Source: an optimization exercise on an open RTL-to-GDS flow (aim: small area and a short achievable clock period). Production flows keep margins and buffers that such runs may drop.
At most, simulation tests tie the RTL to the original design; equivalence was not proved.
For runs 2 to 4, only the layout was checked, not whether the RTL still works.
Power figures rest on the tool's default switching activity, not on a simulated workload.

### run.sh
#!/bin/bash
# synth_recipe.tcl (not shown) runs the flow's synth.tcl, then flattens the netlist and writes it again
# the make line also repeats each setting of config.mk as NAME=value (left out here)
make -C /OpenROAD-flow-scripts/flow DESIGN_CONFIG=/design/flow/config.mk WORK_HOME=/design/flow/orfs CLKGATE_MAP_FILE= SYNTH_SCRIPT=/design/flow/synth_recipe.tcl finish
### config.mk
export PLATFORM = sky130hd
export DESIGN_NAME = lcd_ahb_regs
export DESIGN_NICKNAME = lcd_ahb_regs
export VERILOG_FILES = /design/flow/design.v
export SDC_FILE = /design/flow/constraint.sdc
export NUM_CORES = 4
export LEC_CHECK = 0
export CAP_MARGIN = 20
export CORE_MARGIN = 2
export CORE_UTILIZATION = 40
export SLEW_MARGIN = 20
### constraint.sdc
create_clock -name core_clock -period 5.0 [get_ports {HCLK}]
set_input_delay 1.0000 -clock core_clock [delete_from_list [all_inputs] [get_ports {HCLK}]]
set_output_delay 1.0000 -clock core_clock [all_outputs]
set_load 0.01 [all_outputs]
### design.v
package lcd_regs_pkg;
	localparam logic [1:0] IDLE   = 2'b00;
	localparam logic [1:0] BUSY   = 2'b01;
	localparam logic [1:0] NONSEQ = 2'b10;
	localparam logic [1:0] SEQ    = 2'b11;
	localparam logic [1:0] OKAY  = 2'b00;
	localparam logic [1:0] ERROR = 2'b01;
	localparam logic [1:0] RETRY = 2'b10;
	localparam logic [1:0] SPLIT = 2'b11;
	localparam logic [1:0] CTRL_ST  = 2'b00;
	localparam logic [1:0] WR_OP_ST = 2'b01;
	localparam logic [1:0] RD_OP_ST = 2'b10;
	localparam int DATA_W     = 32;
	localparam int OFFS_W     = 24;
	localparam int WORD_IDX_W = 3;
	localparam int BANK_WORDS = 1 << WORD_IDX_W;
	localparam int MAX_BANKS = 4;
	localparam logic [MAX_BANKS*OFFS_W-1:0] BANK_BASE = {
		24'hE11400,
		24'hE11000,
		24'hE10C00,
		24'hE10000
	};
endpackage
module ahb_slave_fsm #(
	parameter int NUM_BANKS = 2
) (
	input  logic                            HCLK,
	input  logic                            HRESET,
	input  logic                            HSEL,
	input  logic [31:0]                     HADDR,
	input  logic                            HWRITE,
	input  logic [1:0]                      HTRANS,
	input  logic [31:0]                     HWDATA,
	output logic [31:0]                     HRDATA,
	output logic                            HREADY,
	output logic [1:0]                      HRESP,
	output logic                            req_wr,
	output logic                            req_rd,
	output logic [lcd_regs_pkg::OFFS_W-1:0] req_offset,
	output logic [31:0]                     req_wdata,
	input  logic [NUM_BANKS-1:0]            bank_hit,
	input  logic [NUM_BANKS*32-1:0]         bank_rdata
);
	localparam int OFFS_W = lcd_regs_pkg::OFFS_W;
	logic [1:0]        state_q;
	logic [1:0]        state_d;
	logic [OFFS_W-1:0] offset_q;
	logic              accept;
	assign accept = HSEL && (HTRANS == lcd_regs_pkg::NONSEQ);
	always_comb begin
		if (accept) begin
			state_d = HWRITE ? lcd_regs_pkg::WR_OP_ST : lcd_regs_pkg::RD_OP_ST;
		end else begin
			state_d = lcd_regs_pkg::CTRL_ST;
		end
	end
	always_ff @(posedge HCLK or posedge HRESET) begin
		if (HRESET) begin
			state_q <= lcd_regs_pkg::CTRL_ST;
		end else begin
			state_q <= state_d;
		end
	end
	always_ff @(posedge HCLK) begin
		if (accept) begin
			offset_q <= HADDR[OFFS_W-1:0];
		end
	end
	assign req_wr     = (state_q == lcd_regs_pkg::WR_OP_ST);
	assign req_rd     = (state_q == lcd_regs_pkg::RD_OP_ST);
	assign req_offset = offset_q;
	assign req_wdata  = HWDATA;
	always_comb begin
		HRDATA = '0;
		if (state_q == lcd_regs_pkg::RD_OP_ST) begin
			for (int i = 0; i < NUM_BANKS; i++) begin
				if (bank_hit[i]) begin
					HRDATA = HRDATA | bank_rdata[i*32 +: 32];
				end
			end
		end
	end
	assign HREADY = (state_q != lcd_regs_pkg::CTRL_ST) || accept;
	assign HRESP  = lcd_regs_pkg::OKAY;
endmodule
module reg_bank #(
	parameter int BANK_IDX = 0
) (
	input  logic                            HCLK,
	input  logic                            HRESET,
	input  logic                            req_wr,
	input  logic                            req_rd,
	input  logic [lcd_regs_pkg::OFFS_W-1:0] req_offset,
	input  logic [31:0]                     req_wdata,
	output logic                            hit,
	output logic [31:0]                     rdata,
	output logic [lcd_regs_pkg::BANK_WORDS*32-1:0] regs
);
	localparam int OFFS_W     = lcd_regs_pkg::OFFS_W;
	localparam int WORD_IDX_W = lcd_regs_pkg::WORD_IDX_W;
	localparam int BYTE_W = $clog2(lcd_regs_pkg::DATA_W / 8);
	localparam int LO     = BYTE_W + WORD_IDX_W;
	localparam logic [OFFS_W-1:0] BASE = lcd_regs_pkg::BANK_BASE[BANK_IDX*OFFS_W +: OFFS_W];
	logic                  base_match;
	logic [WORD_IDX_W-1:0] word_idx;
	assign base_match = (req_offset[OFFS_W-1:LO] == BASE[OFFS_W-1:LO]);
	assign word_idx   = req_offset[LO-1:BYTE_W];
	assign hit = base_match && (req_wr || req_rd);
	always_ff @(posedge HCLK or posedge HRESET) begin
		if (HRESET) begin
			regs <= '0;
		end else if (req_wr && hit) begin
			regs[word_idx*32 +: 32] <= req_wdata;
		end
	end
	always_comb begin
		if (req_rd && hit) begin
			rdata = regs[word_idx*32 +: 32];
		end else begin
			rdata = '0;
		end
	end
endmodule
module lcd_ahb_regs #(
	parameter int NUM_BANKS = 2
) (
	input  logic                     HCLK,
	input  logic                     HRESET,
	input  logic                     HSEL,
	input  logic [31:0]              HADDR,
	input  logic                     HWRITE,
	input  logic [1:0]               HTRANS,
	input  logic [31:0]              HWDATA,
	output logic [31:0]              HRDATA,
	output logic                     HREADY,
	output logic [1:0]               HRESP,
	output logic [NUM_BANKS*256-1:0] regs
);
	logic                            req_wr;
	logic                            req_rd;
	logic [lcd_regs_pkg::OFFS_W-1:0] req_offset;
	logic [31:0]                     req_wdata;
	logic [NUM_BANKS-1:0]            bank_hit;
	logic [NUM_BANKS*32-1:0]         bank_rdata;
	ahb_slave_fsm #(
		.NUM_BANKS (NUM_BANKS)
	) ahb_slave_fsm_i (
		.HCLK       (HCLK),
		.HRESET     (HRESET),
		.HSEL       (HSEL),
		.HADDR      (HADDR),
		.HWRITE     (HWRITE),
		.HTRANS     (HTRANS),
		.HWDATA     (HWDATA),
		.HRDATA     (HRDATA),
		.HREADY     (HREADY),
		.HRESP      (HRESP),
		.req_wr     (req_wr),
		.req_rd     (req_rd),
		.req_offset (req_offset),
		.req_wdata  (req_wdata),
		.bank_hit   (bank_hit),
		.bank_rdata (bank_rdata)
	);
	for (genvar i = 0; i < NUM_BANKS; i++) begin : g_bank
		reg_bank #(
			.BANK_IDX (i)
		) reg_bank_i (
			.HCLK       (HCLK),
			.HRESET     (HRESET),
			.req_wr     (req_wr),
			.req_rd     (req_rd),
			.req_offset (req_offset),
			.req_wdata  (req_wdata),
			.hit        (bank_hit[i]),
			.rdata      (bank_rdata[i*32 +: 32]),
			.regs       (regs[i*256 +: 256])
		);
	end
endmodule
==> metrics.md, run 1 <==
| Metric | Value |
|---|---|
| Root Driver | `sky130_fd_sc_hd__clkbuf_16` |
| Cell area after synthesis | `between 20,000 and 30,000 um^2` |
| Number of rows created at floorplan | `just over 90` |
| WL final | `114,000 um` |
| CTS tree | `yes` |
| Share of synthesized area occupied by flip-flops and latches | `a little over half` |
| Top post-synthesis cells by area | `sky130_fd_sc_hd__dfrtp_1 50%, sky130_fd_sc_hd__mux4_2 11%, sky130_fd_sc_hd__a22o_1 8.8%` |
| Category of the most critical setup path | `flip-flop to output port` |
| Count of port buffers added during placement | `between 600 and 700` |
| Initial core utilization | `40.4%` |
| Flops & latches, synth | `about 540` |
| Setup crit start kind | `flip-flop` |
| Largest fanout on the critical path | `22` |
| Total track usage | `between 30% and 40%` |
| Number of buffers created by CTS | `56` |
| Summed area of non-filler cells in the final layout | `between 30,000 and 40,000 um^2` |
| Largest voltage drop on the vdd net | `approximately 0.27 mV` |
| Ratio of cells with drive above 1 in the final layout | `about a fifth` |
| Yosys warns | `3` |
| Number of primary I/O pins | `between 600 and 700` |
| Largest area contributor in the synthesized netlist | `sky130_fd_sc_hd__dfrtp_1` |
| DPL Wire Length | `approximately 75,000 um` |
| CTS Hold Buffers Added | `0` |
| Area growth from synthesis to layout | `33.3%` |
| Clock latency at the later pin of the worst-skew pair | `0.62 ns` |
| Post-CTS setup buffer count | `0` |
| Fraction of synthesized cell area taken by the top area cell type | `between 50% and 60%` |
| Kind of capture point of the worst setup path | `output port` |
| Final Net Count | `roughly 2.4k` |
| Die width | `about 260 um` |
| Full die area | `between 60,000 and 70,000 um^2` |
| RSZ-0062 raised after global routing | `false` |
| Final Wtd Congestion | `a little under 0.9` |
| Aggregate negative setup slack | `0 ns` |
| Static power due to leakage | `13.6 nW` |
| Clock transition time at the flip-flop clock pins of the worst setup and hold paths | `roughly 0.060 ns` |
| Total via count after detailed routing | `approximately 20k` |
| Gr ovfl total | `0` |
| Ratio of routed vias to standard cells | `~6.4` |
| Vertical extent of the die | `between 200 and 300 um` |
| Number of unique standard cell types used by synthesis | `43` |
| Layout Utilization | `between 50% and 60%` |
| Area of the placeable core | `around 63,000 um^2` |
| Hold slack | `between 0.5 and 0.6 ns` |
| Class of the tightest hold or removal check | `flip-flop to flip-flop` |
| Slew Limit Headroom | `between 10% and 20%` |
| Final worst clock skew | `between 0.03 and 0.04 ns` |
| Placed inst area | `about 32,000 um^2` |
| Number of resized instances in the post-cts repair step | `0` |
| Part of the cycle the worst path needs | `89.6%` |
| Post-placement setup slack | `between 1 and 1.5 ns` |
| Most used flip-flop cell after synthesis | `sky130_fd_sc_hd__dfrtp_1` |
| Number of antenna violations at the first check in global routing | `5` |
| Routed Antenna Nets | `0` |
| Setup-violating endpoint count in the final report | `0` |
| H-tree depth | `2` |
| Number of enable flip-flop cells after synthesis | `22` |
| Cell count after synthesis | `between 1.5k and 2k` |
| Tightest Pin Transition | `roughly 1.2 ns` |
| Initial drt markers | `roughly 2.1k` |
| Endpoint arrival time on the critical path | `between 3 and 4 ns` |
| Most repeated cell in the gate-level netlist after synthesis | `sky130_fd_sc_hd__dfrtp_1` |
| Filler Cell Count | `approximately 5.3k` |
| Max cap viols | `0` |
| Final slew viol count | `0` |
| Run status | `timing/DRC/antenna clean` |
| Most frequent cells after synthesis | `514 x sky130_fd_sc_hd__dfrtp_1, 256 x sky130_fd_sc_hd__a22o_1, 131 x sky130_fd_sc_hd__o2bb2ai_1` |
| Number of global-route vias before repair | `between 20k and 25k` |
| Maximum number of buffers from clock root to sink | `3` |
| Wire length of the first global-routing pass | `161,000 um` |
| Max Clk Rate | `223 MHz` |
| Final Hold Violating Endpoints | `0` |
| Proportion of synthesized flip-flops having asynchronous set or reset | `95.9%` |
| Power density over the cells | `between 200 and 300 nW/um^2` |
| Detailed-routing iteration count for the pre-antenna-repair pass | `5` |
| Final setup margin | `0.522 ns` |
| Maximum number of pins on one net before global-route repair | `99` |
| WL/cell | `~36 um` |
| Time the worst path needs with I/O delays and setup | `4.48 ns` |
| Critical Path RT | `4.00 ns` |
| DRC violations left | `0` |
| CTS sink count | `roughly 540` |
| Average cell area after synthesis | `~15 um^2` |
-- sequential cells by signal, summed over array words and instances (netlist names) --
register and cells:
g_bank.reg_bank_i.regs 512, ahb_slave_fsm_i.offset_q 22, ahb_slave_fsm_i.state_q 2
-- cells by family after synthesis --
logic type               count (synthesis)  share of synthesized area [%]
buffers and inverters                  204                           4.95
flip-flops                             536                           53.0
other                                    1                         0.0147
adder cells (fa/ha/maj)                 10                          0.491
multiplexers                           192                           13.8
AO/OA/AOI/OAI                          545                           21.6
AND/OR/NAND/NOR                        259                           6.04
-- critical path, stage by stage (launching register included) --
cell and delay (ns):
sky130_fd_sc_hd__edfxtp_1 0.39, sky130_fd_sc_hd__nor3_2 0.34, sky130_fd_sc_hd__nand2_2 0.58, sky130_fd_sc_hd__buf_4 0.52, sky130_fd_sc_hd__nor3_1 0.23, sky130_fd_sc_hd__o21a_1 0.23, sky130_fd_sc_hd__clkdlybuf4s50_1 0.56
-- final timing paths --
kind | from | to | slack [ns] | cells past startpoint
setup / recovery | ahb_slave_fsm_i.offset_q[18] | HRDATA[20] | 0.52 | 6
hold / removal | g_bank[0].reg_bank_i.regs[108] | g_bank[0].reg_bank_i.regs[108] | 0.51 | 1
setup reg to reg | ahb_slave_fsm_i.offset_q[2] | g_bank[1].reg_bank_i.regs[60] | 1.27 | 9
hold reg to reg | g_bank[0].reg_bank_i.regs[108] | g_bank[0].reg_bank_i.regs[108] | 0.51 | 1
max in group asynchronous | HRESET | g_bank[0].reg_bank_i.regs[228] | 3.12 | 4
min in group asynchronous | HRESET | g_bank[1].reg_bank_i.regs[22] | 0.73 | 2
-- cells in the final DEF (no fill, tap or decap), drive strengths merged --
master / netlist / final
inv: 11 / 12
a22o: 256 / 256
and4: 2 / 2
nor2b: 32 / 32
dfrtp: 514 / 514
nor3: 68 / 68
o21a: 32 / 32
and3b: 1 / 1
nand4: 4 / 4
ha: 10 / 10
clkbuf: 51 / 85
o2bb2ai: 256 / 256
nand3b: 1 / 1
nand4b: 4 / 4
and2: 1 / 1
nor2: 7 / 7
bufinv: 0 / 4
edfxtp: 22 / 22
o31a: 1 / 1
or2: 1 / 1
mux4: 128 / 128
nand2: 68 / 68
clkdlybuf4s50: 0 / 604
buf: 142 / 66
diode: 0 / 4
and3: 7 / 7
conb: 1 / 2
nor3b: 33 / 33
nor4: 2 / 2
or3: 15 / 15
nor4b: 3 / 3
clkinvlp: 0 / 1
mux2i: 64 / 64
clkinv: 0 / 13
and2b: 1 / 1
nand3: 9 / 9
-- metal layers --
metal,vias to the layer above,routed length (um),part of all wire (%),global-route usage [%]
li1,7999,-,-,-
met1,10900,45300,40,46.0
met2,1343,52600,46,52.7
met3,249,11500,10,9.15
met4,4,4590,4.0,12.5
met5,-,30,0.026,0
-- per-stage QoR --
stage	power, mW	instances
floorplan	4.69	1748
global placement	4.84	3070
detailed placement	4.85	3070
CTS	9.07	3174
global route	9.27	3176
finish	9.03	3179
-- final cells by class --
type / count / area, um^2 / area share, %
diodes: 4 / 10.0 / 0.0295
repair buffers: 670 / 6680 / 19.7
clock buffers: 85 / 1640 / 4.83
well taps: 846 / 1060 / 3.11
clock inverters: 19 / 215 / 0.633
flip-flops and latches: 536 / 13500 / 39.8
multi-input cells: 1008 / 10800 / 31.8
inverters: 11 / 47.5 / 0.140
-- power by group --
group          switching, mW  leakage [nW]  total, mW  internal, mW
Clock                   1.80         0.922       4.26          2.47
Sequential           0.00723          7.39       4.38          4.37
Combinational          0.255          5.25      0.385         0.130
Total                   2.06          13.6       9.03          6.97
==> inputs of run 2 (changes only) <==
==> design.v (replaced) <==
package lcd_regs_pkg;
	localparam logic [1:0] IDLE   = 2'b00;
	localparam logic [1:0] BUSY   = 2'b01;
	localparam logic [1:0] NONSEQ = 2'b10;
	localparam logic [1:0] SEQ    = 2'b11;
	localparam logic [1:0] OKAY  = 2'b00;
	localparam logic [1:0] ERROR = 2'b01;
	localparam logic [1:0] RETRY = 2'b10;
	localparam logic [1:0] SPLIT = 2'b11;
	localparam logic [1:0] CTRL_ST  = 2'b00;
	localparam logic [1:0] WR_OP_ST = 2'b01;
	localparam logic [1:0] RD_OP_ST = 2'b10;
	localparam int DATA_W     = 32;
	localparam int OFFS_W     = 24;
	localparam int WORD_IDX_W = 3;
	localparam int BANK_WORDS = 1 << WORD_IDX_W;
	localparam int MAX_BANKS = 4;
	localparam logic [MAX_BANKS*OFFS_W-1:0] BANK_BASE = {
		24'hE11400,
		24'hE11000,
		24'hE10C00,
		24'hE10000
	};
endpackage
module lcd_ahb_regs #(
	parameter int NUM_BANKS = 2
) (
	input  logic                     HCLK,
	input  logic                     HRESET,
	input  logic                     HSEL,
	input  logic [31:0]              HADDR,
	input  logic                     HWRITE,
	input  logic [1:0]               HTRANS,
	input  logic [31:0]              HWDATA,
	output logic [31:0]              HRDATA,
	output logic                     HREADY,
	output logic [1:0]               HRESP,
	output logic [NUM_BANKS*256-1:0] regs
);
	localparam int OFFS_W = lcd_regs_pkg::OFFS_W;
	localparam int LO     = 5;
	localparam int NW     = NUM_BANKS*8;
	logic          accept;
	logic [NW-1:0] asel;    
	assign accept = HSEL && (HTRANS == lcd_regs_pkg::NONSEQ);
	for (genvar b = 0; b < NUM_BANKS; b++) begin : g_match
		localparam logic [OFFS_W-1:0] BASE = lcd_regs_pkg::BANK_BASE[b*OFFS_W +: OFFS_W];
		logic bank_match;
		assign bank_match = (HADDR[OFFS_W-1:LO] == BASE[OFFS_W-1:LO]);
		for (genvar w = 0; w < 8; w++) begin : g_word
			assign asel[b*8 + w] = bank_match && (HADDR[4:2] == w);
		end
	end
	logic dp_q;
	logic wr_q;
	logic nwr_q;
	always_ff @(posedge HCLK or posedge HRESET) begin
		if (HRESET) begin
			dp_q  <= 1'b0;
			wr_q  <= 1'b0;
			nwr_q <= 1'b1;
		end else begin
			dp_q  <= accept;
			wr_q  <= accept && HWRITE;
			nwr_q <= !(accept && HWRITE);
		end
	end
	logic [NUM_BANKS-1:0] bank_q;
	logic [2:0]           word_q;
	for (genvar b = 0; b < NUM_BANKS; b++) begin : g_bank_q
		always_ff @(posedge HCLK) begin
			bank_q[b] <= |asel[b*8 +: 8];
		end
	end
	always_ff @(posedge HCLK) begin
		word_q <= HADDR[4:2];
	end
	logic [NW*32-1:0] regs_d;
	for (genvar i = 0; i < NW; i++) begin : g_reg
		logic we;
		logic hold;
		assign we   = wr_q && bank_q[i/8] && (word_q == i%8);
		assign hold = nwr_q || !bank_q[i/8] || (word_q != i%8);
		assign regs_d[i*32 +: 32] = (regs[i*32 +: 32] & {32{hold}}) | (HWDATA & {32{we}});
		always_ff @(posedge HCLK or posedge HRESET) begin
			if (HRESET) begin
				regs[i*32 +: 32] <= '0;
			end else begin
				regs[i*32 +: 32] <= regs_d[i*32 +: 32];
			end
		end
	end
	logic [31:0] rdata_d;
	logic [31:0] rdata_q;
	always_comb begin
		rdata_d = '0;
		for (int i = 0; i < NW; i++) begin
			rdata_d = rdata_d | ({32{asel[i]}} & regs_d[i*32 +: 32]);
		end
	end
	always_ff @(posedge HCLK) begin
		rdata_q <= rdata_d;
	end
	assign HRDATA = rdata_q;
	assign HREADY = dp_q || accept;
	assign HRESP  = lcd_regs_pkg::OKAY;
endmodule
--- a/config.mk
+++ b/config.mk
@@ -7,5 +7,6 @@
 export LEC_CHECK = 0
 export CAP_MARGIN = 20
 export CORE_MARGIN = 2
-export CORE_UTILIZATION = 40
+export CORE_UTILIZATION = 55
+export SETUP_SLACK_MARGIN = 2.3
 export SLEW_MARGIN = 20
==> run 2 against run 1 <==
Compared with the run above: still clean; flip-flop and latch count up 16; critical path depth up 1; register-to-register slack better by 0.74 ns; synthesized cell count up 9.7%; via count up 14%; die area down 33%; maximum frequency up 50%; highest routed layer is now met4.
==> metrics.md, run 2 <==
| Metric | Value |
|---|---|
| Run status | `timing/DRC/antenna clean` |
| Top delay family on crit path | `compound AO/OA/AOI/OAI gates` |
| Top post-synthesis cells by area | `sky130_fd_sc_hd__dfrtp_1 55%, sky130_fd_sc_hd__a22o_1 19%, sky130_fd_sc_hd__clkbuf_1 3.7%` |
| Number of flip-flops under the largest register name | `512 (unchanged)` |
| RSZ-0062 raised after global routing | `true` |
| Slowest CP cell | `sky130_fd_sc_hd__a222oi_1` |
| Post-placement setup slack | `0.872 ns (-0.274 ns)` |
| DPL Wire Length | `70,300 um (-6.4%)` |
| Non-filler cells in the finished layout | `3,048 (-4.1%)` |
| DRC violations left | `0 (unchanged)` |
| Number of enable flip-flop cells after synthesis | `0 (-100%)` |
| Cell area after synthesis | `23,200 um^2 (-8.9%)` |
| Critical Path RT | `5.49 ns (+1.49 ns)` |
| Register bank with the most flops | `regs` |
| Average cell area after synthesis | `12.1 um^2 (-17%)` |
| Number of buffers created by CTS | `55 (-1.8%)` |
| Buffers and inverters on the worst path | `1 (-1)` |
| Placed inst area | `29,900 um^2 (-6.8%)` |
| Commonest cells after routing, fill and taps aside | `551 x sky130_fd_sc_hd__clkdlybuf4s50_1, 512 x sky130_fd_sc_hd__a22o_1, 510 x sky130_fd_sc_hd__dfrtp_1` |
| Area of the placeable core | `41,900 um^2 (-34%)` |
| Setup slack of the worst register-to-register path | `2.01 ns (+0.74 ns)` |
| Setup-violating endpoint count in the final report | `0 (unchanged)` |
| Slowest stage delay, CP | `0.76 ns (+0.18 ns)` |
| Time the worst path needs with I/O delays and setup | `2.99 ns (-1.49 ns)` |
| Flops & latches, synth | `552 (+3.0%)` |
| Tightest Pin Transition | `1.17 ns (-0.0513 ns)` |
| Endpoint arrival time on the critical path | `3.47 ns (about the same)` |
| Placed cells | `2,875 (-6.4%)` |
| Largest fanout on the critical path | `7 (-68%)` |
| Largest area contributor in the synthesized netlist | `sky130_fd_sc_hd__dfrtp_1` |
| Ratio of routed vias to standard cells | `7.62 (+18%)` |
| Worst flop-to-flop path startpoint | `word_q[2]` |
| Total track usage | `47.9% (+14 points)` |
| Post-route total power | `9.31 mW (+3.1%)` |
| Setup crit start kind | `flip-flop` |
| Fraction of synthesized cell area taken by the top area cell type | `55.4% (+4.9 points)` |
| Summed area of non-filler cells in the final layout | `33,100 um^2 (-2.7%)` |
| Number of rows created at floorplan | `75 (-18%)` |
| Final Hold Violating Endpoints | `0 (unchanged)` |
| Hold Path Stages | `2 (+1)` |
| Static power due to leakage | `14.7 nW (+8.7%)` |
| Beginning of the worst hold path | `regs[125]` |
| Final Net Count | `2,531 (+7.1%)` |
| H-tree depth | `2 (unchanged)` |
| Clock latency at the later pin of the worst-skew pair | `0.63 ns (about the same)` |
| Gr ovfl total | `0 (unchanged)` |
| Max cap viols | `0 (unchanged)` |
| Category of the most critical setup path | `flip-flop to flip-flop` |
| Hold slack | `0.515 ns (+0.00816 ns)` |
| Die width | `210 um (-18%)` |
| Ratio of cells with drive above 1 in the final layout | `14.4% (-5.0 points)` |
| Kind of capture point of the worst setup path | `flip-flop` |
| Final setup margin | `2.01 ns (+1.49 ns)` |
| Ordered cell list for the critical path | `and3b_4, nand2_8, bufbuf_16, a22o_1, a222oi_1, o21ai_1, or4_1` |
| WL/cell | `36.1 um (+0.65%)` |
| Slew Limit Headroom | `22.1% (+3.2 points)` |
| CTS sink count | `552 (+3.0%)` |
| Final Wtd Congestion | `1.01 (+16%)` |
| Proportion of synthesized flip-flops having asynchronous set or reset | `93.3% (-2.6 points)` |
| Full die area | `43,900 um^2 (-33%)` |
| Final worst clock skew | `0.0204 ns (-0.0183 ns)` |
| Part of the cycle the worst path needs | `59.7% (-30 points)` |
| Initial drt markers | `4,297 (+100%)` |
| Clock transition time at the flip-flop clock pins of the worst setup and hold paths | `0.06 ns (about the same)` |
| Vertical extent of the die | `210 um (-18%)` |
| Power density over the cells | `281 nW/um^2 (+5.9%)` |
| Area growth from synthesis to layout | `42.4%` |
| R2R Path End | `rdata_q[6]` |
| Cell count after synthesis | `1,917 (+9.7%)` |
| Share of synthesized area occupied by flip-flops and latches | `58.7% (+5.6 points)` |
| Number of cells traversed by the worst register-to-register path | `7 (-2)` |
| Maximum number of buffers from clock root to sink | `3 (unchanged)` |
| Top flop regs | `regs x512, rdata_q x32, word_q x3` |
| Root Driver | `sky130_fd_sc_hd__clkbuf_16` |
| CTS tree | `yes` |
| Number of unique standard cell types used by synthesis | `52 (+21%)` |
| Most used flip-flop cell after synthesis | `sky130_fd_sc_hd__dfrtp_1` |
| Most repeated cell in the gate-level netlist after synthesis | `sky130_fd_sc_hd__dfrtp_1` |
| Count of port buffers added during placement | `604 (unchanged)` |
| Detailed-routing iteration count for the pre-antenna-repair pass | `9 (+4)` |
| Class of the tightest hold or removal check | `flip-flop to flip-flop` |
| Number of global-route vias before repair | `21.8k (+5.4%)` |
| Max Clk Rate | `335 MHz (+50%)` |
| Number of antenna violations at the first check in global routing | `2 (-3)` |
| Yosys warns | `1 (-2)` |
| Maximum number of pins on one net before global-route repair | `130 (+31%)` |
| Worst hold endpoint | `regs[125]` |
| Initial core utilization | `55.5% (+15 points)` |
| Wire length of the first global-routing pass | `155,000 um (-3.9%)` |
| Final slew viol count | `0 (unchanged)` |
| WL final | `110,000 um (-3.5%)` |
| Most common cell after layout, fill and taps aside | `sky130_fd_sc_hd__clkdlybuf4s50_1` |
| Routed Antenna Nets | `0 (unchanged)` |
| Total via count after detailed routing | `23.2k (+14%)` |
| Largest voltage drop on the vdd net | `0.236 mV (-13%)` |
| Most frequent cells after synthesis | `514 x sky130_fd_sc_hd__dfrtp_1, 513 x sky130_fd_sc_hd__a22o_1, 227 x sky130_fd_sc_hd__clkbuf_1` |
| Number of primary I/O pins | `617 (unchanged)` |
## run 2: changes by cell type after synthesis, sizes merged, moves of 37 or more
| cell | change |
|---|---|
| mux2i | -64 |
| buf | -109 |
| o2bb2ai | -226 |
| nor3 | -57 |
| a22oi | +37 |
| mux4 | -128 |
| dfxtp | +37 |
| a22o | +257 |
| a222oi | +64 |
| a221o | +60 |
| clkbuf | +176 |
| a21oi | +61 |
## run 2: what timing repair did
action / in CTS / in global routing
setup endpoints to repair: 58 / 38
buffers inserted: 41 / 13
gates resized for setup: 191 / 49
hold buffers: 0 / 0
pin swaps: 38 / 49
cloned: 7 / 5
## run 2: how the worst max path moves through the flow
stage                     startpoint           to  slack [ns]  cells after the start
after floorplan               HRESET         dp_q       -2.99                      1
after global placement     HADDR[18]  rdata_q[21]        0.90                      9
after detailed placement   HADDR[23]  rdata_q[21]        0.87                      9
after CTS                      nwr_q  rdata_q[21]        2.21                      8
after global routing           nwr_q   rdata_q[6]        1.98                      7
final                      word_q[2]   rdata_q[6]        2.01                      7
## run 2: metrics by stage
stage / utilization [%] / TNS (ns)
floorplan: - / -1539.68
global placement: 71.4 / 0
detailed placement: 71.4 / 0
CTS: 78.1 / 0
global route: 79.0 / 0
finish: 79.0 / 0
## run 2: layout make-up
cell class                      instances  area [um^2]
Inverter                               44          175
Clock inverter                         15          228
Tap cell                              539          674
Fill cell                            2582         8780
Timing Repair Buffer                  742         7510
Antenna cell                            2         5.00
Multi-Input combinational cell       1066         9140
Sequential cell                       552        13600
Clock buffer                           88         1690
## run 2: worst register-to-register path, delay by kind of cell (launching register included)
kind | cells | cell delay (ns)
AOI/OAI and AO/OA | 3 | 1.09
buffers and inverters | 1 | 0.29
DFF | 1 | 0.44
and+or+nand+nor | 3 | 1.01
## run 2: logic make-up after synthesis
kind of cell           after synthesis  share of synthesized area, %
other                                1                        0.0161
AND/OR/NAND/NOR                    195                          4.83
flip-flops                         552                          58.7
AO/OA/AOI/OAI                      865                          31.4
buffers and inverters              304                          5.08
## run 2: per-layer routing
layer  vias up  share of wire [%]  global-route usage (%)  wire length [um]
li1       8733                  -                       -                 -
met4         0                6.7                    21.5              7350
met1     11600                 33                    61.9             36500
met3       485                 16                    16.9             17600
met5         -                  0                       0                 0
met2      2431                 44                    73.4             48500
## run 2: power breakdown
group | internal (mW) | switching, mW
logic | 0.104 | 0.299
clock network | 2.62 | 1.82
registers | 4.46 | 0.00619
==> inputs of run 3 (changes only) <==
--- a/design.v
+++ b/design.v
@@ -90,12 +90,18 @@
 			end
 		end
 	end
-	logic [31:0] rdata_d;
-	logic [31:0] rdata_q;
+	logic [NW-1:0] rsel;     
+	logic          wbyp;     
+	logic [31:0]   rdata_d;
+	logic [31:0]   rdata_q;
+	for (genvar i = 0; i < NW; i++) begin : g_rsel
+		assign rsel[i] = asel[i] && !g_reg[i].we;
+	end
+	assign wbyp = |(asel & ~rsel);
 	always_comb begin
-		rdata_d = '0;
+		rdata_d = {32{wbyp}} & HWDATA;
 		for (int i = 0; i < NW; i++) begin
-			rdata_d = rdata_d | ({32{asel[i]}} & regs_d[i*32 +: 32]);
+			rdata_d = rdata_d | ({32{rsel[i]}} & regs[i*32 +: 32]);
 		end
 	end
 	always_ff @(posedge HCLK) begin
--- a/config.mk
+++ b/config.mk
@@ -7,6 +7,6 @@
 export LEC_CHECK = 0
 export CAP_MARGIN = 20
 export CORE_MARGIN = 2
-export CORE_UTILIZATION = 55
-export SETUP_SLACK_MARGIN = 2.3
+export CORE_UTILIZATION = 60
+export SETUP_SLACK_MARGIN = 2.6
 export SLEW_MARGIN = 20
==> run 3 against run 2 <==
Compared with the run above: still clean on timing, DRC and antenna; count of clock-buffer cells in the layout is 9 lower; sequential share of layout area is 0.61 points higher; design area is 1.4% lower.
==> metrics.md, run 3 <==
| Metric | Value |
|---|---|
| Class of the tightest hold or removal check | `flip-flop to flip-flop` |
| Seq pwr share | `48.8% (+0.8 points)` |
| Critical Path RT | `5.55 ns (+0.06 ns)` |
| Commonest cells after routing, fill and taps aside | `533 x sky130_fd_sc_hd__dlygate4sd2_1, 512 x sky130_fd_sc_hd__a22o_1, 504 x sky130_fd_sc_hd__dfrtp_1` |
| Routed Antenna Nets | `0 (unchanged)` |
| Gate power share | `4.5% (+0.2 points)` |
| Power Internal | `7.04 mW (-2.1%)` |
| Root Driver | `sky130_fd_sc_hd__clkbuf_16` |
| Initial core utilization | `61.1% (+5.6 points)` |
| Average cell area after synthesis | `11.6 um^2 (-4.2%)` |
| CTS tree | `yes` |
| Final slew viol count | `0 (unchanged)` |
| Proportion of synthesized flip-flops having asynchronous set or reset | `93.3% (unchanged)` |
| Part of the cycle the worst path needs | `56.0% (-3.7 points)` |
| Run status | `timing/DRC/antenna clean` |
| Initial drt markers | `4,821 (+12%)` |
| Most common cell after layout, fill and taps aside | `sky130_fd_sc_hd__dlygate4sd2_1` |
| Number of primary I/O pins | `617 (unchanged)` |
| Slowest stage delay, CP | `0.36 ns (-0.40 ns)` |
| Largest area contributor in the synthesized netlist | `sky130_fd_sc_hd__dfrtp_1` |
| Max Clk Rate | `357 MHz (+6.6%)` |
| Cell area after synthesis | `23,700 um^2 (+2.1%)` |
| Ratio of cells with drive above 1 in the final layout | `14.4% (+0.018 points)` |
| Non-filler cells in the finished layout | `3,165 (+3.8%)` |
| Register bank with the most flops | `regs` |
| Top flop regs | `regs x512, rdata_q x32, word_q x3` |
| CTS sink count | `552 (unchanged)` |
| Relative contribution of the clock network to total power | `46.8% (-0.9 points)` |
| Slowest CP cell | `sky130_fd_sc_hd__or3_4` |
| Die width | `203 um (-3.2%)` |
| RSZ-0062 raised after global routing | `true` |
| Total via count after detailed routing | `25.4k (+9.5%)` |
| Cell count after synthesis | `2,044 (+6.6%)` |
| Slew Limit Headroom | `12.7% (-9.5 points)` |
| Sw Share | `23.2% (+0.36 points)` |
| Kind of capture point of the worst setup path | `flip-flop` |
| Final Hold Violating Endpoints | `0 (unchanged)` |
| Number of buffers created by CTS | `53 (-3.6%)` |
| Final Wtd Congestion | `1.02 (+0.65%)` |
| Ordered cell list for the critical path | `dlygate4sd2_1, nor4_2, nand2_2, or2_4, or3_4, buf_4, buf_8, o22ai_1, a221o_1, a2111o_1` |
| Clock transition time at the flip-flop clock pins of the worst setup and hold paths | `0.07 ns (about the same)` |
| Gr ovfl total | `0 (unchanged)` |
| Setup slack of the worst register-to-register path | `2.21 ns (+0.20 ns)` |
| Maximum number of pins on one net before global-route repair | `137 (+5.4%)` |
| Most repeated cell in the gate-level netlist after synthesis | `sky130_fd_sc_hd__dfrtp_1` |
| CTS Hold Buffers Added | `0 (unchanged)` |
| Vertical extent of the die | `203 um (-3.2%)` |
| Number of rows created at floorplan | `72 (-4.0%)` |
| Maximum number of buffers from clock root to sink | `3 (unchanged)` |
| Number of antenna violations at the first check in global routing | `9 (+7)` |
| DRC violations left | `0 (unchanged)` |
| DPL Wire Length | `73,500 um (+4.5%)` |
| Max cap viols | `0 (unchanged)` |
| Largest voltage drop on the vdd net | `0.255 mV (+8.1%)` |
| Switching power summed over all nets | `2.12 mW (about the same)` |
| Fraction of synthesized cell area taken by the top area cell type | `54.2% (-1.1 points)` |
| Final Net Count | `2,671 (+5.5%)` |
| Number of enable flip-flop cells after synthesis | `0 (unchanged)` |
| Flops & latches, synth | `552 (unchanged)` |
| Wire length of the first global-routing pass | `168,000 um (+8.3%)` |
| Yosys warns | `1 (unchanged)` |
| Number of unique standard cell types used by synthesis | `56 (+7.7%)` |
| Total track usage | `55.8% (+7.8 points)` |
| Power density over the cells | `281 nW/um^2 (-0.23%)` |
| Number of global-route vias before repair | `24.2k (+11%)` |
| Largest fanout on the critical path | `22 (+15)` |
| Area growth from synthesis to layout | `37.5%` |
| Number of flip-flops under the largest register name | `512 (unchanged)` |
| Full die area | `41,100 um^2 (-6.3%)` |
| Top post-synthesis cells by area | `sky130_fd_sc_hd__dfrtp_1 54%, sky130_fd_sc_hd__a22o_1 19%, sky130_fd_sc_hd__nand4_1 4.9%` |
| Static power due to leakage | `17.3 nW (+17%)` |
| Most used flip-flop cell after synthesis | `sky130_fd_sc_hd__dfrtp_1` |
| Clock latency at the later pin of the worst-skew pair | `0.62 ns (about the same)` |
| WL final | `119,000 um (+7.8%)` |
| Detailed-routing iteration count for the pre-antenna-repair pass | `10 (+1)` |
| Final worst clock skew | `0.0261 ns (+0.00570 ns)` |
| Setup crit start kind | `input pin` |
| Count of port buffers added during placement | `604 (unchanged)` |
| Ratio of routed vias to standard cells | `8.03 (+5.4%)` |
| Area of the placeable core | `38,800 um^2 (-7.2%)` |
| Endpoint arrival time on the critical path | `3.35 ns (-0.12 ns)` |
| WL/cell | `37.5 um (+3.8%)` |
| Tightest Pin Transition | `1.31 ns (+0.141 ns)` |
| Placed cells | `2,965 (+3.1%)` |
| Share of synthesized area occupied by flip-flops and latches | `57.5% (-1.2 points)` |
| Setup-violating endpoint count in the final report | `0 (unchanged)` |
| Most frequent cells after synthesis | `514 x sky130_fd_sc_hd__dfrtp_1, 512 x sky130_fd_sc_hd__a22o_1, 209 x sky130_fd_sc_hd__clkbuf_1` |
| Category of the most critical setup path | `input pin to flip-flop` |
| Post-route total power | `9.16 mW (-1.6%)` |
| Time the worst path needs with I/O delays and setup | `2.80 ns (-0.185 ns)` |
| H-tree depth | `2 (unchanged)` |
run 3: area by class of cell:
cell class,instances,area (um^2)
Antenna cell,4,10.0
Clock buffer,79,1500
Clock inverter,18,295
Fill cell,2184,6210
Inverter,3,15.0
Multi-Input combinational cell,1219,9440
Sequential cell,552,13700
Tap cell,518,648
Timing Repair Buffer,772,7040
run 3: worst max-delay path: cells and delay by family:
kind	cells	cell delay (ns)
buffers and inverters	3	0.62
AND/OR/NAND/NOR	4	1.09
AO/OA/AOI/OAI	3	0.61
run 3: cells by family after synthesis:
family	count (synthesis)	synth area share, %
AOI/OAI and AO/OA	723	26.3
and+or+nand+nor	490	11.6
xor gates and xnor gates	1	0.0369
DFF	552	57.5
buffers and inverters	277	4.62
other	1	0.0158
run 3: layer usage:
metal  up-vias  part of all wire (%)  GRT usage (%)
met4         8                   9.8           37.1
met3       930                    17           23.3
li1       9179                     -              -
met5         -                 0.071              0
met2      3245                    42           82.8
met1     12100                    31           66.8
run 3: what timing repair did:
item                                    CTS  global route
endpoints found under the setup margin  619           111
pin swaps                                31            16
gates cloned                             11             2
buffers inserted                         84             2
resized for setup                       732            37
run 3: worst paths after layout:
kind                       startpoint          end  cells past startpoint
hold reg to reg              regs[62]     regs[62]                      1
setup reg to reg                 wr_q  rdata_q[13]                     10
setup / recovery            HADDR[12]  rdata_q[27]                     10
hold / removal               regs[62]     regs[62]                      1
max in group asynchronous      HRESET    regs[402]                      3
min in group asynchronous      HRESET     regs[97]                      2
run 3: through the flow:
step	hold WS [ns]	TNS [ns]	worst slack (ns)	area [um^2]	util [%]
after floorplan	0.545	-1539.68	-2.99	23800	-
after global placement	0.501	0	0.934	30100	77.6
after detailed placement	0.507	0	0.821	30100	77.6
after CTS	0.523	0	2.40	32500	83.7
after global routing	0.530	0	2.21	32600	84.0
final	0.525	0	2.20	32600	84.0
run 3: power groups by stage:
stage	clock network (mW)	registers (mW)	logic [mW]
5_1_grt	4.42	4.47	0.419
3_5_place_dp	0	4.55	0.361
4_1_cts	4.21	4.47	0.382
2_1_floorplan	0	4.55	0.198
6_report	4.28	4.47	0.408
3_3_place_gp	0	4.55	0.353
==> inputs of run 4 (changes only) <==
==> flow/run.sh (new file) <==
#!/bin/bash
# The standard layout, with plain buf_1 cells as the port buffers
# (buffer_ports otherwise picks clkdlybuf4s50_1, a slow delay cell).
set -euo pipefail
bash standard.sh BUFFER_PORTS_ARGS="-buffer_cell sky130_fd_sc_hd__buf_1" finish > flow_make.log 2>&1
==> standard.sh (new file) <==
#!/bin/bash
# synth_recipe.tcl (not shown) runs the flow's synth.tcl, then flattens the netlist and writes it again
# the make line also repeats each setting of config.mk as NAME=value (left out here)
make -C /OpenROAD-flow-scripts/flow DESIGN_CONFIG=/design/flow/config.mk WORK_HOME=/design/flow/orfs CLKGATE_MAP_FILE= SYNTH_SCRIPT=/design/flow/synth_recipe.tcl "${@:-finish}"
removed: run.sh
==> run 4 against run 3 <==
Compared with the run above: core utilization down 8.0 points; clock power about the same; global-route usage down 5.5 points; final cell count down 1.3%; first-iteration DRC count down 20%; wire length down 8.5%; die area unchanged; power down 0.13%; synthesized area unchanged; design area down 9.5%; flip-flop and latch count unchanged; largest cell class unchanged.
==> metrics.md, run 4 <==
| Metric | Value |
|---|---|
| Full die area | `41,100 um^2 (unchanged)` |
| Most common cell after layout, fill and taps aside | `sky130_fd_sc_hd__buf_1` |
| Part of the cycle the worst path needs | `52.3% (-3.7 points)` |
| Largest voltage drop on the vdd net | `0.304 mV (+19%)` |
| Register bank with the most flops | `regs` |
| Hold Path Stages | `1 (unchanged)` |
| Area of combinational cells with multiple inputs | `9460 um^2 (+0.12%)` |
| Top flop regs | `regs x512, rdata_q x32, word_q x3` |
| Number of rows created at floorplan | `72 (unchanged)` |
| Ratio of cells with drive above 1 in the final layout | `12.3% (-2.1 points)` |
| Cell count after synthesis | `2,044 (unchanged)` |
| Wire length of the first global-routing pass | `152,000 um (-9.6%)` |
| Area of the placeable core | `38,800 um^2 (unchanged)` |
| Initial core utilization | `61.1% (unchanged)` |
| Tightest Pin Transition | `1.23 ns (-0.0740 ns)` |
| Setup crit start kind | `input pin` |
| Clock transition time at the flip-flop clock pins of the worst setup and hold paths | `0.06 ns (about the same)` |
| Total via count after detailed routing | `23.8k (-6.3%)` |
| Top post-synthesis cells by area | `sky130_fd_sc_hd__dfrtp_1 54%, sky130_fd_sc_hd__a22o_1 19%, sky130_fd_sc_hd__nand4_1 4.9%` |
| Beginning of the critical path | `HADDR[2]` |
| Most used flip-flop cell after synthesis | `sky130_fd_sc_hd__dfrtp_1` |
| Beginning of the worst hold path | `regs[40]` |
| Number of primary I/O pins | `617 (unchanged)` |
| Maximum number of pins on one net before global-route repair | `152 (+11%)` |
| DPL Wire Length | `69,600 um (-5.3%)` |
| Kind of capture point of the worst setup path | `flip-flop` |
| Count of port buffers added during placement | `604 (unchanged)` |
| Aggregate negative setup slack | `0 ns (unchanged)` |
| Final Net Count | `2,630 (-1.5%)` |
| Total track usage | `50.3% (-5.5 points)` |
| Yosys warns | `1 (unchanged)` |
| Setup-violating endpoint count in the final report | `0 (unchanged)` |
| Die width | `203 um (unchanged)` |
| RSZ-0062 raised after global routing | `true` |
| Clock latency at the later pin of the worst-skew pair | `0.63 ns (about the same)` |
| Run status | `timing/DRC/antenna clean` |
| Average cell area after synthesis | `11.6 um^2 (unchanged)` |
| Commonest cells after routing, fill and taps aside | `591 x sky130_fd_sc_hd__buf_1, 513 x sky130_fd_sc_hd__dfrtp_1, 512 x sky130_fd_sc_hd__a22o_1` |
| Most frequent cells after synthesis | `514 x sky130_fd_sc_hd__dfrtp_1, 512 x sky130_fd_sc_hd__a22o_1, 209 x sky130_fd_sc_hd__clkbuf_1` |
| Max cap viols | `0 (unchanged)` |
| Number of enable flip-flop cells after synthesis | `0 (unchanged)` |
| Final Hold Violating Endpoints | `0 (unchanged)` |
| H-tree depth | `2 (unchanged)` |
| Cell area after synthesis | `23,700 um^2 (unchanged)` |
| CTS tree | `yes` |
| Ratio of routed vias to standard cells | `7.62 (-5.1%)` |
| Routed Antenna Nets | `0 (unchanged)` |
| Category of the most critical setup path | `input pin to flip-flop` |
| Post-route total power | `9.15 mW (-0.13%)` |
| Root Driver | `sky130_fd_sc_hd__clkbuf_16` |
| Power density over the cells | `310 nW/um^2 (+10%)` |
| CTS sink count | `552 (unchanged)` |
| DRC violations left | `0 (unchanged)` |
| Flops & latches, synth | `552 (unchanged)` |
| R2R Path End | `rdata_q[16]` |
| Setup slack of the worst register-to-register path | `2.39 ns (+0.18 ns)` |
| Class of the tightest hold or removal check | `flip-flop to flip-flop` |
| Endpoint arrival time on the critical path | `3.15 ns (-0.20 ns)` |
| WL final | `109,000 um (-8.5%)` |
| WL/cell | `34.7 um (-7.3%)` |
| Reg area | `13,600 um^2 (about the same)` |
| Detailed-routing iteration count for the pre-antenna-repair pass | `9 (-1)` |
| Initial drt markers | `3,836 (-20%)` |
| Final Wtd Congestion | `1.04 (+1.5%)` |
| Gr ovfl total | `0 (unchanged)` |
| Time the worst path needs with I/O delays and setup | `2.61 ns (-0.187 ns)` |
| Final slew viol count | `0 (unchanged)` |
| Number of antenna violations at the first check in global routing | `2 (-7)` |
| Max Clk Rate | `383 MHz (+7.1%)` |
| Share of synthesized area occupied by flip-flops and latches | `57.5% (unchanged)` |
| Vertical extent of the die | `203 um (unchanged)` |
| Largest area contributor in the synthesized netlist | `sky130_fd_sc_hd__dfrtp_1` |
| Worst flop-to-flop path startpoint | `word_q[1]` |
| Proportion of synthesized flip-flops having asynchronous set or reset | `93.3% (unchanged)` |
| Number of flip-flops under the largest register name | `512 (unchanged)` |
| Maximum number of buffers from clock root to sink | `3 (unchanged)` |
| Number of global-route vias before repair | `21.6k (-11%)` |
| Most repeated cell in the gate-level netlist after synthesis | `sky130_fd_sc_hd__dfrtp_1` |
| Number of unique standard cell types used by synthesis | `56 (unchanged)` |
| Area growth from synthesis to layout | `24.4%` |
| Critical Path RT | `5.53 ns (-0.02 ns)` |
| Static power due to leakage | `13.2 nW (-24%)` |
| Filler Cell Count | `2,665 (+22%)` |
| Final worst clock skew | `0.0425 ns (+0.0164 ns)` |
| Number of buffers created by CTS | `54 (+1.9%)` |
| Fraction of synthesized cell area taken by the top area cell type | `54.2% (unchanged)` |
| Largest fanout on the critical path | `31 (+41%)` |
| Number of cells traversed by the worst register-to-register path | `9 (-1)` |
| Slew Limit Headroom | `17.9% (+5.2 points)` |
| Worst hold endpoint | `regs[40]` |
-- run 4: repair_timing --
item / in CTS / in global routing
hold buffers: 0 / 0
cloned: 10 / 8
gates resized for setup: 95 / 35
endpoints found under the setup margin: 60 / 79
pin swaps: 18 / 25
buffers inserted: 26 / 23
-- run 4: final cells by class --
cell class / instances / share of cell area [%]
well taps: 518 / 2.20
inverters: 3 / 0.0509
flip-flops and latches: 552 / 46.3
diodes: 3 / 0.0254
clock buffers: 81 / 5.44
clock inverters: 19 / 0.852
multi-input cells: 1219 / 32.0
repair buffers: 730 / 13.1
-- run 4: critical path, stage by stage --
cell and delay [ns]:
sky130_fd_sc_hd__buf_6 0.14, sky130_fd_sc_hd__nand2b_4 0.16, sky130_fd_sc_hd__buf_4 0.17, sky130_fd_sc_hd__nor2_4 0.89, sky130_fd_sc_hd__a22oi_1 0.29, sky130_fd_sc_hd__o22ai_1 0.24
sky130_fd_sc_hd__a221o_1 0.14, sky130_fd_sc_hd__a2111o_1 0.10
-- run 4: worst max path at each step --
stage	slack (ns)	end
2_1_floorplan	-2.99	dp_q
3_3_place_gp	1.04	rdata_q[16]
3_5_place_dp	0.96	rdata_q[16]
4_1_cts	2.46	HREADY
5_1_grt	2.38	rdata_q[28]
6_report	2.39	rdata_q[8]
-- run 4: cells by family (layout without fill, tap and decap cells) --
family / Yosys count / in the layout / share of synthesized area [%]
xor+xnor: 1 / 1 / 0.0369
buf+inv: 277 / 833 / 4.62
compound gates: 723 / 723 / 26.3
simple gates: 490 / 493 / 11.6
other cells: 1 / 5 / 0.0158
flops: 552 / 552 / 57.5
-- run 4: through the flow --
step | cells | setup slack (ns) | hold slack [ns] | utilization, % | area, um^2
after floorplan | 2045 | -2.99 | 0.545 | - | 23800
after global placement | 2954 | 1.04 | 0.501 | 67.8 | 26300
after detailed placement | 2954 | 0.959 | 0.502 | 67.8 | 26300
after CTS | 3090 | 2.46 | 0.522 | 74.7 | 29000
after global routing | 3123 | 2.38 | 0.537 | 76.0 | 29500
final | 3125 | 2.39 | 0.525 | 76.0 | 29500
-- run 4: power breakdown --
part / internal, mW / switching, mW / leakage, nW
clock: 2.52 / 1.79 / 0.919
combinational: 0.0612 / 0.308 / 4.77
sequential: 4.46 / 0.00612 / 7.49
-- run 4: metal layers --
metal	wire length, um	vias up	GRT usage (%)
met5	59	-	0
met4	9510	4	30.2
met3	16100	551	15.6
met2	45900	2443	72.7
met1	36800	11700	66.9
li1	-	9127	-

static timing again, ports no longer ideal:
Ports are ideal in the flow. The routed layouts listed here were re-timed in OpenROAD. Step 1, drivers: a clkbuf_16 drives HCLK and a buf_2 each remaining input, both assumed. Step 2 moves the port delays by t, midway between the first and last clock arrival at a register: inputs arrive t later, outputs are due t later. That takes back most of the time a late clock gives input paths. a / b / c = ideal ports / drivers / drivers and shift; a / b = the first two.
run | t, ns | setup slack, ns | latest minus earliest clock arrival (ns)
run 1 | 0.670 | 0.522 / 0.456 / 1.126 | 0.040 / 0.039
run 2 | 0.675 | 2.014 / 2.014 / 1.346 | 0.021 / 0.022
run 3 | 0.668 | 2.200 / 2.207 / 1.539 | 0.027 / 0.028
run 4 | 0.666 | 2.386 / 2.381 / 1.715 | 0.042 / 0.043
After both steps setup and hold are still met in every run listed. The setup slack of run 4, which loses most, moves by -0.005 ns with the drivers and by -0.671 ns with both steps.
